This is an optimization exercise on Yosys and OpenROAD, whose aim is small area, a short achievable clock period and few clock cycles, not a production implementation.
Function was checked by simulation only, so behaviour that the tests miss may differ from the original.
No activity file was given, so power comes from the tool's default toggle rates.

== the reference run ==
==> flow/design.v (excerpt) <==
module nash_sutcliffe_efficiency_top #(
	parameter int MAX_SAMPLES = nse_pkg::MAX_SAMPLES_DEF,
	parameter int SAMPLE_BITS = nse_pkg::SAMPLE_BITS_DEF
) (
	input  logic                              clk,
	input  logic                              arst_n,
	input  logic                              s_tvalid,
	output logic                              s_tready,
	input  logic [nse_pkg::IN_DATA_W-1:0]     s_tdata,    
	input  logic                              s_tlast,    
	output logic                              m_tvalid,
	input  logic                              m_tready,
	output logic [nse_pkg::EFF_W-1:0]         m_tdata,    
	output logic [nse_pkg::STAT_W-1:0]        m_tuser,    
	input  logic                              psel,
	input  logic                              penable,
	input  logic                              pwrite,
	input  logic [nse_pkg::APB_ADDR_W-1:0]    paddr,
	input  logic [nse_pkg::APB_DATA_W-1:0]    pwdata,
	output logic [nse_pkg::APB_DATA_W-1:0]    prdata,
	output logic                              pready
);
Size in the first run: about 4,400 cells after synthesis, roughly 0.041 mm^2 of cells after synthesis.
==> module nse_ctrl, before the edit <==
module nse_ctrl (
	input  logic                           clk,
	input  logic                           arst_n,
	input  logic                           handoff,
	output logic                           bk_idle_nxt,
	input  logic [9:0]                     n_i,
	input  logic [24:0]                    so_i,
	input  logic [39:0]                    soo_i,
	input  logic [40:0]                    see_i,
	output logic                           m_tvalid,
	input  logic                           m_tready,
	output logic [nse_pkg::EFF_W-1:0]      m_tdata,
	output logic [nse_pkg::STAT_W-1:0]     m_tuser
);
	typedef enum logic [2:0] {
		B_IDLE = 3'd0,
		B_MUL  = 3'd1,
		B_CHK  = 3'd2,
		B_DIV  = 3'd4,
		B_FIN  = 3'd5,
		B_OUT  = 3'd6
	} bstate_t;
	bstate_t     st_q;
	logic [4:0]  k_q;
	logic [9:0]  n_q;
	logic [54:0] pn_q;      
	logic [54:0] ns_q;      
	logic [25:0] xq_q;      
	logic [52:0] pd_q;      
	logic        pb_q;      
	logic [1:0]  stat_q;
	logic        valid_q, few_q, div_q, chk_q, sub_q;
	logic [12:0] q_add, n_add;
	assign q_add = pn_q[54:42] + (pn_q[0] ? {3'd0, n_q} : 13'd0) + (pn_q[1] ? {2'd0, n_q, 1'b0} : 13'd0)
	             + (pn_q[2] ? {1'b0, n_q, 2'b0} : 13'd0);
	assign n_add = ns_q[54:42] + (ns_q[0] ? {3'd0, n_q} : 13'd0) + (ns_q[1] ? {2'd0, n_q, 1'b0} : 13'd0)
	             + (ns_q[2] ? {1'b0, n_q, 2'b0} : 13'd0);
	logic [26:0] so27, sq_mag, sq_add;
	logic        bm1, bm2, bneg;
	assign bm1    = pd_q[0] ^ pb_q;
	assign bm2    = (pd_q[1] && !pd_q[0] && !pb_q) || (!pd_q[1] && pd_q[0] && pb_q);
	assign bneg   = pd_q[1] && !(pd_q[0] && pb_q);
	assign so27   = {{2{xq_q[24]}}, xq_q[24:0]};
	assign sq_mag = bm1 ? so27 : (bm2 ? {so27[25:0], 1'b0} : 27'd0);
	assign sq_add = pd_q[52:26] + (sq_mag ^ {27{bneg}}) + {26'd0, bneg};
	logic [50:0] pn_opb, pn_sum;
	logic        qb;
	assign pn_opb = {1'b0, pd_q[49:0]} ^ {51{sub_q}};
	assign pn_sum = {pn_q[49:0], xq_q[25]} + pn_opb + {50'd0, sub_q};
	assign qb     = !pn_sum[50];
	logic        flat, sat;
	logic [25:0] w;
	logic [23:0] eff;
	assign flat = pd_q[49:0] == 50'd0;
	assign sat  = xq_q[25] || (xq_q[24] && ((xq_q[23:17] != 7'd0) || (&xq_q[16:0])));
	assign w    = 26'h0020000 - {1'b0, xq_q[24:0]};
	assign eff  = sat ? 24'h800000 : w[24:1];
	always_ff @(posedge clk or negedge arst_n) begin
		if (!arst_n) begin
			st_q    <= B_IDLE;
			valid_q <= 1'b0;
			div_q   <= 1'b0;
			chk_q   <= 1'b0;
			k_q     <= '0;
		end else begin
			case (st_q)
				B_IDLE: if (handoff) begin st_q <= B_MUL; k_q <= 5'd14; end
				B_MUL: begin
					k_q <= (k_q == 5'd0) ? 5'd25 : k_q - 5'd1;
					if (k_q == 5'd0) begin st_q <= B_CHK; chk_q <= 1'b1; end
				end
				B_CHK: begin
					st_q  <= B_DIV;
					div_q <= 1'b1;
					chk_q <= 1'b0;
				end
				B_DIV: begin
					k_q <= k_q - 5'd1;
					if (k_q == 5'd0 || (k_q == 5'd25 && (few_q || flat))) begin
						st_q  <= B_FIN;
						div_q <= 1'b0;
					end
				end
				B_FIN: begin st_q <= B_OUT; valid_q <= 1'b1; end
				B_OUT: if (m_tready) begin st_q <= B_IDLE; valid_q <= 1'b0; end
				default: st_q <= B_IDLE;
			endcase
		end
	end
	always_ff @(posedge clk) begin
		case (st_q)
			B_IDLE: if (handoff) begin
				n_q   <= n_i;
				few_q <= n_i == 10'd0;
				pn_q  <= {15'd0, soo_i};
				ns_q  <= {14'd0, see_i};
				xq_q  <= {1'b0, so_i};
				pd_q  <= {27'd0, so_i[24], so_i};
				pb_q  <= 1'b0;
				sub_q <= 1'b0;
			end
			B_MUL: begin
				if (k_q >= 5'd2) begin    
					pd_q <= {{2{sq_add[26]}}, sq_add, pd_q[25:2]};
					pb_q <= pd_q[1];
				end
				if (k_q >= 5'd1) begin
					pn_q <= {3'd0, q_add, pn_q[41:3]};
					ns_q <= {3'd0, n_add, ns_q[41:3]};
				end else begin
					pn_q     <= {1'b0, pn_q[54:1]};
					xq_q[25] <= pn_q[0];
				end
				if (k_q == 5'd0) sub_q <= 1'b1;
			end
			B_CHK: begin
				pd_q <= {3'd0, pn_sum[49:0]};
				pn_q <= {13'd0, ns_q[50:9]};
				xq_q <= {ns_q[8:0], 17'd0};
			end
			B_DIV: begin
				pn_q  <= {4'd0, pn_sum};
				xq_q  <= {xq_q[24:0], qb};
				sub_q <= qb;
			end
			B_FIN: begin
				stat_q <= few_q ? nse_pkg::STAT_FEW : (flat ? nse_pkg::STAT_FLAT : nse_pkg::STAT_OK);
				xq_q   <= (few_q || flat) ? 26'd0 : {2'b0, eff};
			end
			default: ;
		endcase
	end
	assign bk_idle_nxt = ((st_q == B_IDLE) && !handoff) || ((st_q == B_OUT) && m_tready);
	assign m_tvalid    = valid_q;
	assign m_tdata     = xq_q[23:0];
	assign m_tuser     = stat_q;
endmodule
export LEC_CHECK = 0
export CAP_MARGIN = 20
export CORE_MARGIN = 2
export CORE_UTILIZATION = 40
export SLEW_MARGIN = 20
create_clock -name core_clock -period 12.0 [get_ports {clk}]
standard.sh (not shown) runs the stock make flow with config.mk's settings and CLKGATE_MAP_FILE= SYNTH_SCRIPT=/design/flow/synth_recipe.tcl, a recipe that flattens the netlist after the stock synthesis.
==> flow/flow/run.sh <==
#!/bin/bash
# The standard layout (the standard.sh, standard synthesis included) with these layout
# choices:
#  - after the standard synthesis, flow/fa_polarity.py removes inverters between full-adder
#    cells: a full adder is self-dual, so feeding it complemented inputs complements its
#    outputs; it picks adder polarities that need fewer inverters. Registers and every other
#    cell stay as synthesized. The synthesized netlist is kept as 1_2_yosys.standard.v.
#  - timing repair is asked to leave setup slack beyond the clock period's (ORFS's
#    repair_timing reads the margin from SETUP_SLACK_MARGIN);
#  - the port buffers that buffer_ports puts on every input and output are plain buffers
#    (sky130_fd_sc_hd__buf_2, which repair may resize) instead of its default delay cell.
# The clock, the constraints and every other step are the standard flow's.
set -euo pipefail
export SETUP_SLACK_MARGIN=7.9
export BUFFER_PORTS_ARGS="-buffer_cell sky130_fd_sc_hd__buf_2"
R=orfs/results/${FLOW_PLATFORM}/nash_sutcliffe_efficiency_top/base
bash standard.sh synth > standard_synth.log 2>&1
cp "$R/1_2_yosys.v" "$R/1_2_yosys.standard.v"
python3 flow/fa_polarity.py "$R/1_2_yosys.standard.v" "$R/1_2_yosys.v" > fa_polarity.log 2>&1
rm -f "$R/1_synth.odb" "$R/1_synth.sdc"
bash standard.sh > standard_flow.log 2>&1
Other scripts of this flow, unchanged in this note and not shown: flow/flow/fa_polarity.py
The reference run has completed all stages; timing, DRC and antenna checks passed.
Testbench counts of the reference run, summed over its fixed seeds: cycles 16,641.
Modified inputs, the trial run compared to the reference run
--- a/flow/design.v
+++ b/flow/design.v
@@ -72,26 +72,22 @@
 	bstate_t     st_q;
 	logic [4:0]  k_q;
 	logic [9:0]  n_q;
-	logic [54:0] pn_q;      
-	logic [54:0] ns_q;      
+	logic [51:0] pn_q;      
+	logic [53:0] ns_q;      
 	logic [25:0] xq_q;      
-	logic [52:0] pd_q;      
-	logic        pb_q;      
+	logic [50:0] pd_q;      
 	logic [1:0]  stat_q;
 	logic        valid_q, few_q, div_q, chk_q, sub_q;
-	logic [12:0] q_add, n_add;
-	assign q_add = pn_q[54:42] + (pn_q[0] ? {3'd0, n_q} : 13'd0) + (pn_q[1] ? {2'd0, n_q, 1'b0} : 13'd0)
-	             + (pn_q[2] ? {1'b0, n_q, 2'b0} : 13'd0);
-	assign n_add = ns_q[54:42] + (ns_q[0] ? {3'd0, n_q} : 13'd0) + (ns_q[1] ? {2'd0, n_q, 1'b0} : 13'd0)
-	             + (ns_q[2] ? {1'b0, n_q, 2'b0} : 13'd0);
-	logic [26:0] so27, sq_mag, sq_add;
-	logic        bm1, bm2, bneg;
-	assign bm1    = pd_q[0] ^ pb_q;
-	assign bm2    = (pd_q[1] && !pd_q[0] && !pb_q) || (!pd_q[1] && pd_q[0] && pb_q);
-	assign bneg   = pd_q[1] && !(pd_q[0] && pb_q);
-	assign so27   = {{2{xq_q[24]}}, xq_q[24:0]};
-	assign sq_mag = bm1 ? so27 : (bm2 ? {so27[25:0], 1'b0} : 27'd0);
-	assign sq_add = pd_q[52:26] + (sq_mag ^ {27{bneg}}) + {26'd0, bneg};
+	logic [11:0] q_add;
+	assign q_add = pn_q[51:40] + (pn_q[0] ? {2'd0, n_q} : 12'd0) + (pn_q[1] ? {1'b0, n_q, 1'b0} : 12'd0);
+	logic [11:0] n_add;
+	assign n_add = ns_q[53:42] + (ns_q[0] ? {2'd0, n_q} : 12'd0) + (ns_q[1] ? {1'b0, n_q, 1'b0} : 12'd0);
+	logic [25:0] so26, sq_opb, sq_add;
+	logic        sq_last;
+	assign sq_last = k_q == 5'd0;
+	assign so26    = {xq_q[24], xq_q[24:0]};
+	assign sq_opb  = pd_q[0] ? (so26 ^ {26{sq_last}}) : 26'd0;
+	assign sq_add  = pd_q[50:25] + sq_opb + {25'd0, pd_q[0] && sq_last};
 	logic [50:0] pn_opb, pn_sum;
 	logic        qb;
 	assign pn_opb = {1'b0, pd_q[49:0]} ^ {51{sub_q}};
@@ -113,7 +109,7 @@
 			k_q     <= '0;
 		end else begin
 			case (st_q)
-				B_IDLE: if (handoff) begin st_q <= B_MUL; k_q <= 5'd14; end
+				B_IDLE: if (handoff) begin st_q <= B_MUL; k_q <= 5'd24; end
 				B_MUL: begin
 					k_q <= (k_q == 5'd0) ? 5'd25 : k_q - 5'd1;
 					if (k_q == 5'd0) begin st_q <= B_CHK; chk_q <= 1'b1; end
@@ -141,34 +137,29 @@
 			B_IDLE: if (handoff) begin
 				n_q   <= n_i;
 				few_q <= n_i == 10'd0;
-				pn_q  <= {15'd0, soo_i};
-				ns_q  <= {14'd0, see_i};
+				pn_q  <= {12'd0, soo_i};
+				ns_q  <= {13'd0, see_i};
 				xq_q  <= {1'b0, so_i};
-				pd_q  <= {27'd0, so_i[24], so_i};
-				pb_q  <= 1'b0;
+				pd_q  <= {26'd0, so_i};
 				sub_q <= 1'b0;
 			end
 			B_MUL: begin
-				if (k_q >= 5'd2) begin    
-					pd_q <= {{2{sq_add[26]}}, sq_add, pd_q[25:2]};
-					pb_q <= pd_q[1];
-				end
-				if (k_q >= 5'd1) begin
-					pn_q <= {3'd0, q_add, pn_q[41:3]};
-					ns_q <= {3'd0, n_add, ns_q[41:3]};
-				end else begin
-					pn_q     <= {1'b0, pn_q[54:1]};
+				pd_q <= {sq_add[25], sq_add, pd_q[24:1]};
+				if (k_q >= 5'd5) pn_q <= {2'd0, q_add, pn_q[39:2]};
+				else if (k_q == 5'd4) begin
+					pn_q     <= {1'b0, pn_q[51:1]};
 					xq_q[25] <= pn_q[0];
 				end
+				if (k_q >= 5'd4) ns_q <= {2'd0, n_add, ns_q[41:2]};    
 				if (k_q == 5'd0) sub_q <= 1'b1;
 			end
 			B_CHK: begin
-				pd_q <= {3'd0, pn_sum[49:0]};
-				pn_q <= {13'd0, ns_q[50:9]};
+				pd_q <= {1'b0, pn_sum[49:0]};
+				pn_q <= {10'd0, ns_q[50:9]};
 				xq_q <= {ns_q[8:0], 17'd0};
 			end
 			B_DIV: begin
-				pn_q  <= {4'd0, pn_sum};
+				pn_q  <= {1'b0, pn_sum};
 				xq_q  <= {xq_q[24:0], qb};
 				sub_q <= qb;
 			end
Notes after the runs:
The reference run -> the trial run: final setup violation count delta 0, exact match
Die area on the trial run is ahead of the reference run.
Taking the reference run as the reference, in the trial run design area went down about 1.2%, total power went up 0.38%, total of clock buffers placed in the layout went up 6.1%, ratio of routed vias to standard cells went up 0.77%.
Hold slack delta (the trial run − the reference run): favourable
sky130_fd_sc_hd__or4_4 as the cell with the largest stage delay on the worst path was reported by the trial run, and sky130_fd_sc_hd__or4_1 by the reference run.
The trial run against the reference run: post-synthesis to final-layout area growth has increased, total routing resource utilization after global routing saw an increase.
Count of non-CTS inverters in the layout (higher): the trial run
[the trial run vs the reference run] number of violations reported at the end of detailed-routing iteration 0: higher in the trial run
Higher share of layout cells above drive strength 1 among the reference run and the trial run: the trial run
[diff] half-perimeter wire length after placement, the trial run relative to the reference run: improvement
Compared with the reference run, the trial run shows sink count of the clock tree that has gone down slightly.
Testbench counts of the trial run, summed over its fixed seeds: cycles 17,133.

afterwards: timing with drivers on the ports:
The flow's constraints put no driver on any port. The routed layouts listed below were extracted and timed again, unchanged, in two steps. Step 1: set_driving_cell puts a clkbuf_16 on clk and a buf_2 on each other input, an assumption about the parent block. Step 2, shift: input delay + t, output delay - t, t = (earliest + latest rising clock arrival at the registers) / 2. This alone moves slack from input paths to output paths. Three values: no drivers, after step 1, after step 2; two values: the first two.
run | t (ns) | slack for setup (ns) | worst setup path after step 2 | clock arrival spread, ns
the reference run | 0.724 | 7.941 / 7.941 / 7.941 | register to register | 0.032 / 0.031
the trial run | 0.726 | 7.874 / 7.874 / 7.874 | register to register | 0.048 / 0.048
After both steps setup and hold are still met in every run listed.
